Source: an optimization exercise on an open RTL-to-GDS flow (aim: small area and a short achievable clock period). Production flows keep margins and buffers that such runs may drop.
At most, simulation tests tie the RTL to the original design; equivalence was not proved.
No activity file was given, so power comes from the tool's default toggle rates.

Setup of run A:
// median_filter
module median_filter (
	input  logic        clk,
	input  logic        rst,
	input  logic        i_clken,
	input  logic        i_mode,
	input  logic [39:0] i_column,
	output logic [7:0]  o_median,
	output logic        o_valid
);
Settings: LEC_CHECK=0, CAP_MARGIN=20, CORE_MARGIN=2, CORE_UTILIZATION=40, SLEW_MARGIN=20, SYNTH_HIERARCHICAL=1, SYNTH_MINIMUM_KEEP_SIZE=0; clock period 22.0 ns.
standard.sh (not shown) runs the stock make flow with config.mk's settings and CLKGATE_MAP_FILE= SYNTH_SCRIPT=/design/flow/synth_recipe.tcl, a recipe that flattens the netlist after the stock synthesis.
==> flow/flow/run.sh <==
#!/bin/bash
# standard layout, with setup repair aiming well below the clock period
set -euo pipefail
bash standard.sh SETUP_SLACK_MARGIN=18 finish > standard_make.log 2>&1
In summary, run A completed successfully, with a layout that passed the timing, design-rule and antenna checks.
For run B, these inputs were changed with respect to run A:
- CORE_UTILIZATION changed from 40 to 65
==> flow/flow/run.sh <==
#!/bin/bash
# standard layout, with setup repair aiming well below the clock period
set -euo pipefail
bash standard.sh SETUP_SLACK_MARGIN=16.5 finish > standard_make.log 2>&1
[summary]
- Run B | stages: all done | timing, DRC, antenna: all pass
- Cell area | run B vs run A | run B smaller
- As far as sequential group power is concerned, run B and run A perform about the same.
- Clock share of power: run A and run B compared, lower one is run A
- Of run A and run B, the higher final hold slack belongs to run B.
- Via count of the first global-routing pass: higher on run A
- Wire length of the first global-routing pass: run B < run A
> inputs changed (run B -> run C)
- CORE_UTILIZATION: 65 -> 40
==> flow/flow/run.sh <==
#!/bin/bash
# standard layout, with setup repair aiming well below the clock period
set -euo pipefail
bash standard.sh SETUP_SLACK_MARGIN=17 finish > standard_make.log 2>&1
==> run notes <==
Every stage of the flow completed for run C, and the final layout passed the timing, design-rule and antenna checks. First-pass GRT wire length for run C: 4.9% up relative to run B. Diff run B -> run C | horizontal die dimension | increase of 52 microns. Looking at total power consumption of the routed design across run B and run C, the one that comes out lower is run B. Relative to run B, run C degrades final worst setup slack. Worst hold slack after final layout: run C vs run B — no meaningful difference. As of run C, cell-internal power had risen by a few percent compared to run B.
No run of this note included a check of the RTL's function; only the layout flow was run.


Another version of the RTL of median_filter (not shown whole).
Size in the first run: ~1500 cells after synthesis, ~430 flip-flops, roughly 23000 um^2 of cells after synthesis.
## median_filter
module median_filter (
	input  logic        clk,
	input  logic        rst,
	input  logic        i_clken,
	input  logic        i_mode,
	input  logic [39:0] i_column,
	output logic [7:0]  o_median,
	output logic        o_valid
);
clock: 22.0 ns
lec_check: 0
cap_margin: 20
core_margin: 2
core_utilization: 55
cts_cluster_diameter: 100
cts_cluster_size: 30
place_density: 0.8
slew_margin: 20
synth_hierarchical: 1
synth_minimum_keep_size: 0
==> flow/flow/run.sh <==
#!/bin/bash
# standard layout, with setup repair aiming well below the clock period
# and the smallest buffer on the ports
set -euo pipefail
bash standard.sh SETUP_SLACK_MARGIN=16.5 "BUFFER_PORTS_ARGS=-buffer_cell sky130_fd_sc_hd__buf_1" finish > standard_make.log 2>&1
The baseline finished with timing, DRC and antenna clean.
Then changed:
==> flow/flow/run.sh (replaced) <==
#!/bin/bash
# standard layout, with setup repair aiming well below the clock period
set -euo pipefail
bash standard.sh SETUP_SLACK_MARGIN=16.8 finish > standard_make.log 2>&1
Settings changed: CORE_UTILIZATION 55 to 40, PLACE_DENSITY 0.8 to not set.
Result:
- total power rises by 2.9%
- cell area is higher by 4.9%
- critical path depth is unchanged
- worst setup slack got worse by 65 ps
Then changed:
==> flow/flow/run.sh (replaced) <==
#!/bin/bash
# standard layout, with setup repair aiming well below the clock period
# and the smallest buffer on the ports
set -euo pipefail
bash standard.sh SETUP_SLACK_MARGIN=16.5 "BUFFER_PORTS_ARGS=-buffer_cell sky130_fd_sc_hd__buf_1" finish > standard_make.log 2>&1
Settings changed: CORE_UTILIZATION 40 to 75.
=>
- The new run ran to the end with no violations
- power shrinks by 2.5%
- count of clock-buffer cells in the layout does not change
- cell area came out lower by 5.6%
Then changed:
Settings changed: CORE_UTILIZATION 75 to 40.
The new run completed with no timing, DRC or antenna violations.
Maximum frequency drops slightly.
Synthesized area does not change.
Flip-flop and latch count does not change.
Power drops slightly.
Worst hold slack loses 3.8 ps.
Setup slack loses 44 ps.
First-iteration DRC count drops by a quarter to a third.
Cell area climbs by a few percent.


median_filter with an RTL version that a note above also has.
Size in the first run: roughly 53 I/O pins, about 0.023 sq mm of cells after synthesis.
export LEC_CHECK = 0
export CAP_MARGIN = 20
export CORE_MARGIN = 2
export CORE_UTILIZATION = 40
export CTS_CLUSTER_DIAMETER = 100
export CTS_CLUSTER_SIZE = 30
export SLEW_MARGIN = 20
export SYNTH_HIERARCHICAL = 1
export SYNTH_MINIMUM_KEEP_SIZE = 0
create_clock -name core_clock -period 22.0 [get_ports {clk}]
==> flow/flow/run.sh <==
#!/bin/bash
# standard layout, with setup repair aiming well below the clock period
set -euo pipefail
bash standard.sh SETUP_SLACK_MARGIN=16.5 finish > standard_make.log 2>&1
==> next run, changes <==
Settings changed: CTS_CLUSTER_DIAMETER 100 to unset, CTS_CLUSTER_SIZE 30 to unset.
Result: Clock power rises by 82%. Via count climbs by 1.8%. Total power came out higher by 12%. Non-clock buffer count is unchanged. Utilization rises by 1.9 points. Cell area increases by 4.0%. Combinational power hardly moves. Register-to-register slack stays flat.
No functional check of the RTL was part of any run of this note.


median_filter with an RTL version that a note above also has.
Size: roughly 430 flip-flops, about 23,000 um^2 of cells after synthesis.
==> flow/design.v (excerpt) <==
module median_filter (
	input  logic        clk,
	input  logic        rst,
	input  logic        i_clken,
	input  logic        i_mode,
	input  logic [39:0] i_column,
	output logic [7:0]  o_median,
	output logic        o_valid
);
	logic [7:0][39:0] h;
	logic [1:0] mode_q;
	always_ff @(posedge clk) begin
		if (i_clken) begin
			h <= {h[6:0], i_column};
			mode_q <= {mode_q[0], i_mode};
		end
	end
	logic [24:0] s1_alive;
	logic [4:0] s1_q;
	assign s1_alive[0] = mode_q[0];
	assign s1_alive[1] = mode_q[0];
	assign s1_alive[2] = mode_q[0];
	assign s1_alive[3] = mode_q[0];
	assign s1_alive[4] = mode_q[0];
	assign s1_alive[5] = mode_q[0];
	assign s1_alive[6] = 1;
	assign s1_alive[7] = 1;
	assign s1_alive[8] = 1;
	assign s1_alive[9] = mode_q[0];
	assign s1_alive[10] = mode_q[0];
	assign s1_alive[11] = 1;
	assign s1_alive[12] = 1;
	assign s1_alive[13] = 1;
	assign s1_alive[14] = mode_q[0];
	assign s1_alive[15] = mode_q[0];
	assign s1_alive[16] = 1;
	assign s1_alive[17] = 1;
	assign s1_alive[18] = 1;
	assign s1_alive[19] = mode_q[0];
	assign s1_alive[20] = mode_q[0];
	assign s1_alive[21] = mode_q[0];
	assign s1_alive[22] = mode_q[0];
	assign s1_alive[23] = mode_q[0];
	assign s1_alive[24] = mode_q[0];
	assign s1_q = mode_q[0] ? 5'd19 : 5'd27;
	logic [24:0] s1_b1;
	logic [5:0] s1_e1;
	assign s1_b1[0] = s1_alive[0] & (h[4][7:6] < 2'd1);
	assign s1_b1[1] = s1_alive[1] & (h[3][7:6] < 2'd1);
	assign s1_b1[2] = s1_alive[2] & (h[2][7:6] < 2'd1);
	assign s1_b1[3] = s1_alive[3] & (h[1][7:6] < 2'd1);
	assign s1_b1[4] = s1_alive[4] & (h[0][7:6] < 2'd1);
	assign s1_b1[5] = s1_alive[5] & (h[4][15:14] < 2'd1);
	assign s1_b1[6] = s1_alive[6] & (h[3][15:14] < 2'd1);
	assign s1_b1[7] = s1_alive[7] & (h[2][15:14] < 2'd1);
	assign s1_b1[8] = s1_alive[8] & (h[1][15:14] < 2'd1);
	assign s1_b1[9] = s1_alive[9] & (h[0][15:14] < 2'd1);
  ...
==> flow/config.mk <==
export PLATFORM = sky130hd
export DESIGN_NAME = median_filter
export DESIGN_NICKNAME = median_filter
export VERILOG_FILES = /design/flow/design.v
export SDC_FILE = /design/flow/constraint.sdc
export NUM_CORES = 4
export LEC_CHECK = 0
export CAP_MARGIN = 20
export CORE_MARGIN = 2
export CORE_UTILIZATION = 55
export CTS_CLUSTER_DIAMETER = 100
export CTS_CLUSTER_SIZE = 30
export SETUP_SLACK_MARGIN = 5
export SLEW_MARGIN = 20
export SYNTH_HIERARCHICAL = 1
export SYNTH_MINIMUM_KEEP_SIZE = 0
==> flow/constraint.sdc <==
create_clock -name core_clock -period 22.0 [get_ports {clk}]
set_input_delay 4.4000 -clock core_clock [delete_from_list [all_inputs] [get_ports {clk}]]
set_output_delay 4.4000 -clock core_clock [all_outputs]
set_load 0.01 [all_outputs]
run.sh (not shown) runs the stock make flow with config.mk's settings and CLKGATE_MAP_FILE= SYNTH_SCRIPT=/design/flow/synth_recipe.tcl, a recipe that flattens the netlist after the stock synthesis.
Stock flow here: none of the scripts above is used.
The starting point completed with no timing, DRC or antenna violations.
Then changed:
==> flow/flow/run.sh (new file) <==
#!/bin/bash
# standard layout, with setup repair aiming well below the clock period
# and the smallest buffer on the ports
set -euo pipefail
bash standard.sh SETUP_SLACK_MARGIN=16.5 "BUFFER_PORTS_ARGS=-buffer_cell sky130_fd_sc_hd__buf_1" finish > standard_make.log 2>&1
==> flow/standard.sh (new file) <==
#!/bin/bash
# synth_recipe.tcl (not shown) runs the flow's synth.tcl, then flattens the netlist and writes it again
# the make line also repeats each setting of config.mk as NAME=value (left out here)
make -C /OpenROAD-flow-scripts/flow DESIGN_CONFIG=/design/flow/config.mk WORK_HOME=/design/flow/orfs CLKGATE_MAP_FILE= SYNTH_SCRIPT=/design/flow/synth_recipe.tcl "${@:-finish}"
- CORE_UTILIZATION: 55 -> 40
- CTS_CLUSTER_DIAMETER: 100 -> 200
- CTS_CLUSTER_SIZE: 30 -> 31
- SETUP_SLACK_MARGIN: 5 -> default
removed: flow/run.sh
What happened:
- fmax increases by 30%
- synthesized area does not change
- die area went up by 37%
- via count is lower by 1.7%
- utilization decreases by 16 points
- routed wire length decreases by 2.0%
- final area rose by 0.89%
- total power drops by 2.5%
- clock skew is lower by 0.0075 ns

-- separate check: timing with driven ports --
Ports are ideal in the flow. The routed layouts listed here were re-timed in OpenROAD.
Step 1 sets driving cells, clkbuf_16 on the clock port and buf_2 on the other inputs (assumed; they add their load-dependent delay and slew).
Step 2 times the ports against the registers' clock, not the clock port: input delays grow and output delays shrink by t, the midpoint of the rising clock arrivals with the driver on.
Three values: ideal, step 1, step 2; two values: the first two.
| run | t, ns | setup slack, ns | worst slew at a driven data input, ns |
|---|---|---|---|
| run A | 0.641 | 16.468 / 16.160 / 15.519 | 1.29 |
| run B | 0.633 | 16.502 / 16.446 / 15.903 | 0.13 |
| run C | 0.646 | 16.496 / 16.440 / 16.197 | 0.24 |
| the first run of note 2 | 0.597 | 16.515 / 16.465 / 16.009 | 0.04 |
| the second run of note 2 | 0.623 | 16.450 / 16.394 / 16.143 | 0.15 |
| the third run of note 2 | 0.590 | 16.524 / 16.473 / 16.007 | 0.06 |
| the fourth run of note 2 | 0.605 | 16.480 / 16.425 / 15.966 | 0.04 |
| the first run of note 3 | 0.625 | 16.501 / 16.444 / 15.972 | 0.21 |
| the second run of note 3 | 0.629 | 16.507 / 16.454 / 16.006 | 0.21 |
| the first run of note 4 | 0.601 | 14.842 / 14.844 / 14.244 | 0.05 |
| the second run of note 4 | 0.609 | 16.491 / 16.437 / 15.985 | 0.04 |
After both steps every run listed still meets setup and hold. The setup slack of run A, which loses most, moves by -0.308 ns with the drivers and by -0.949 ns with both steps.
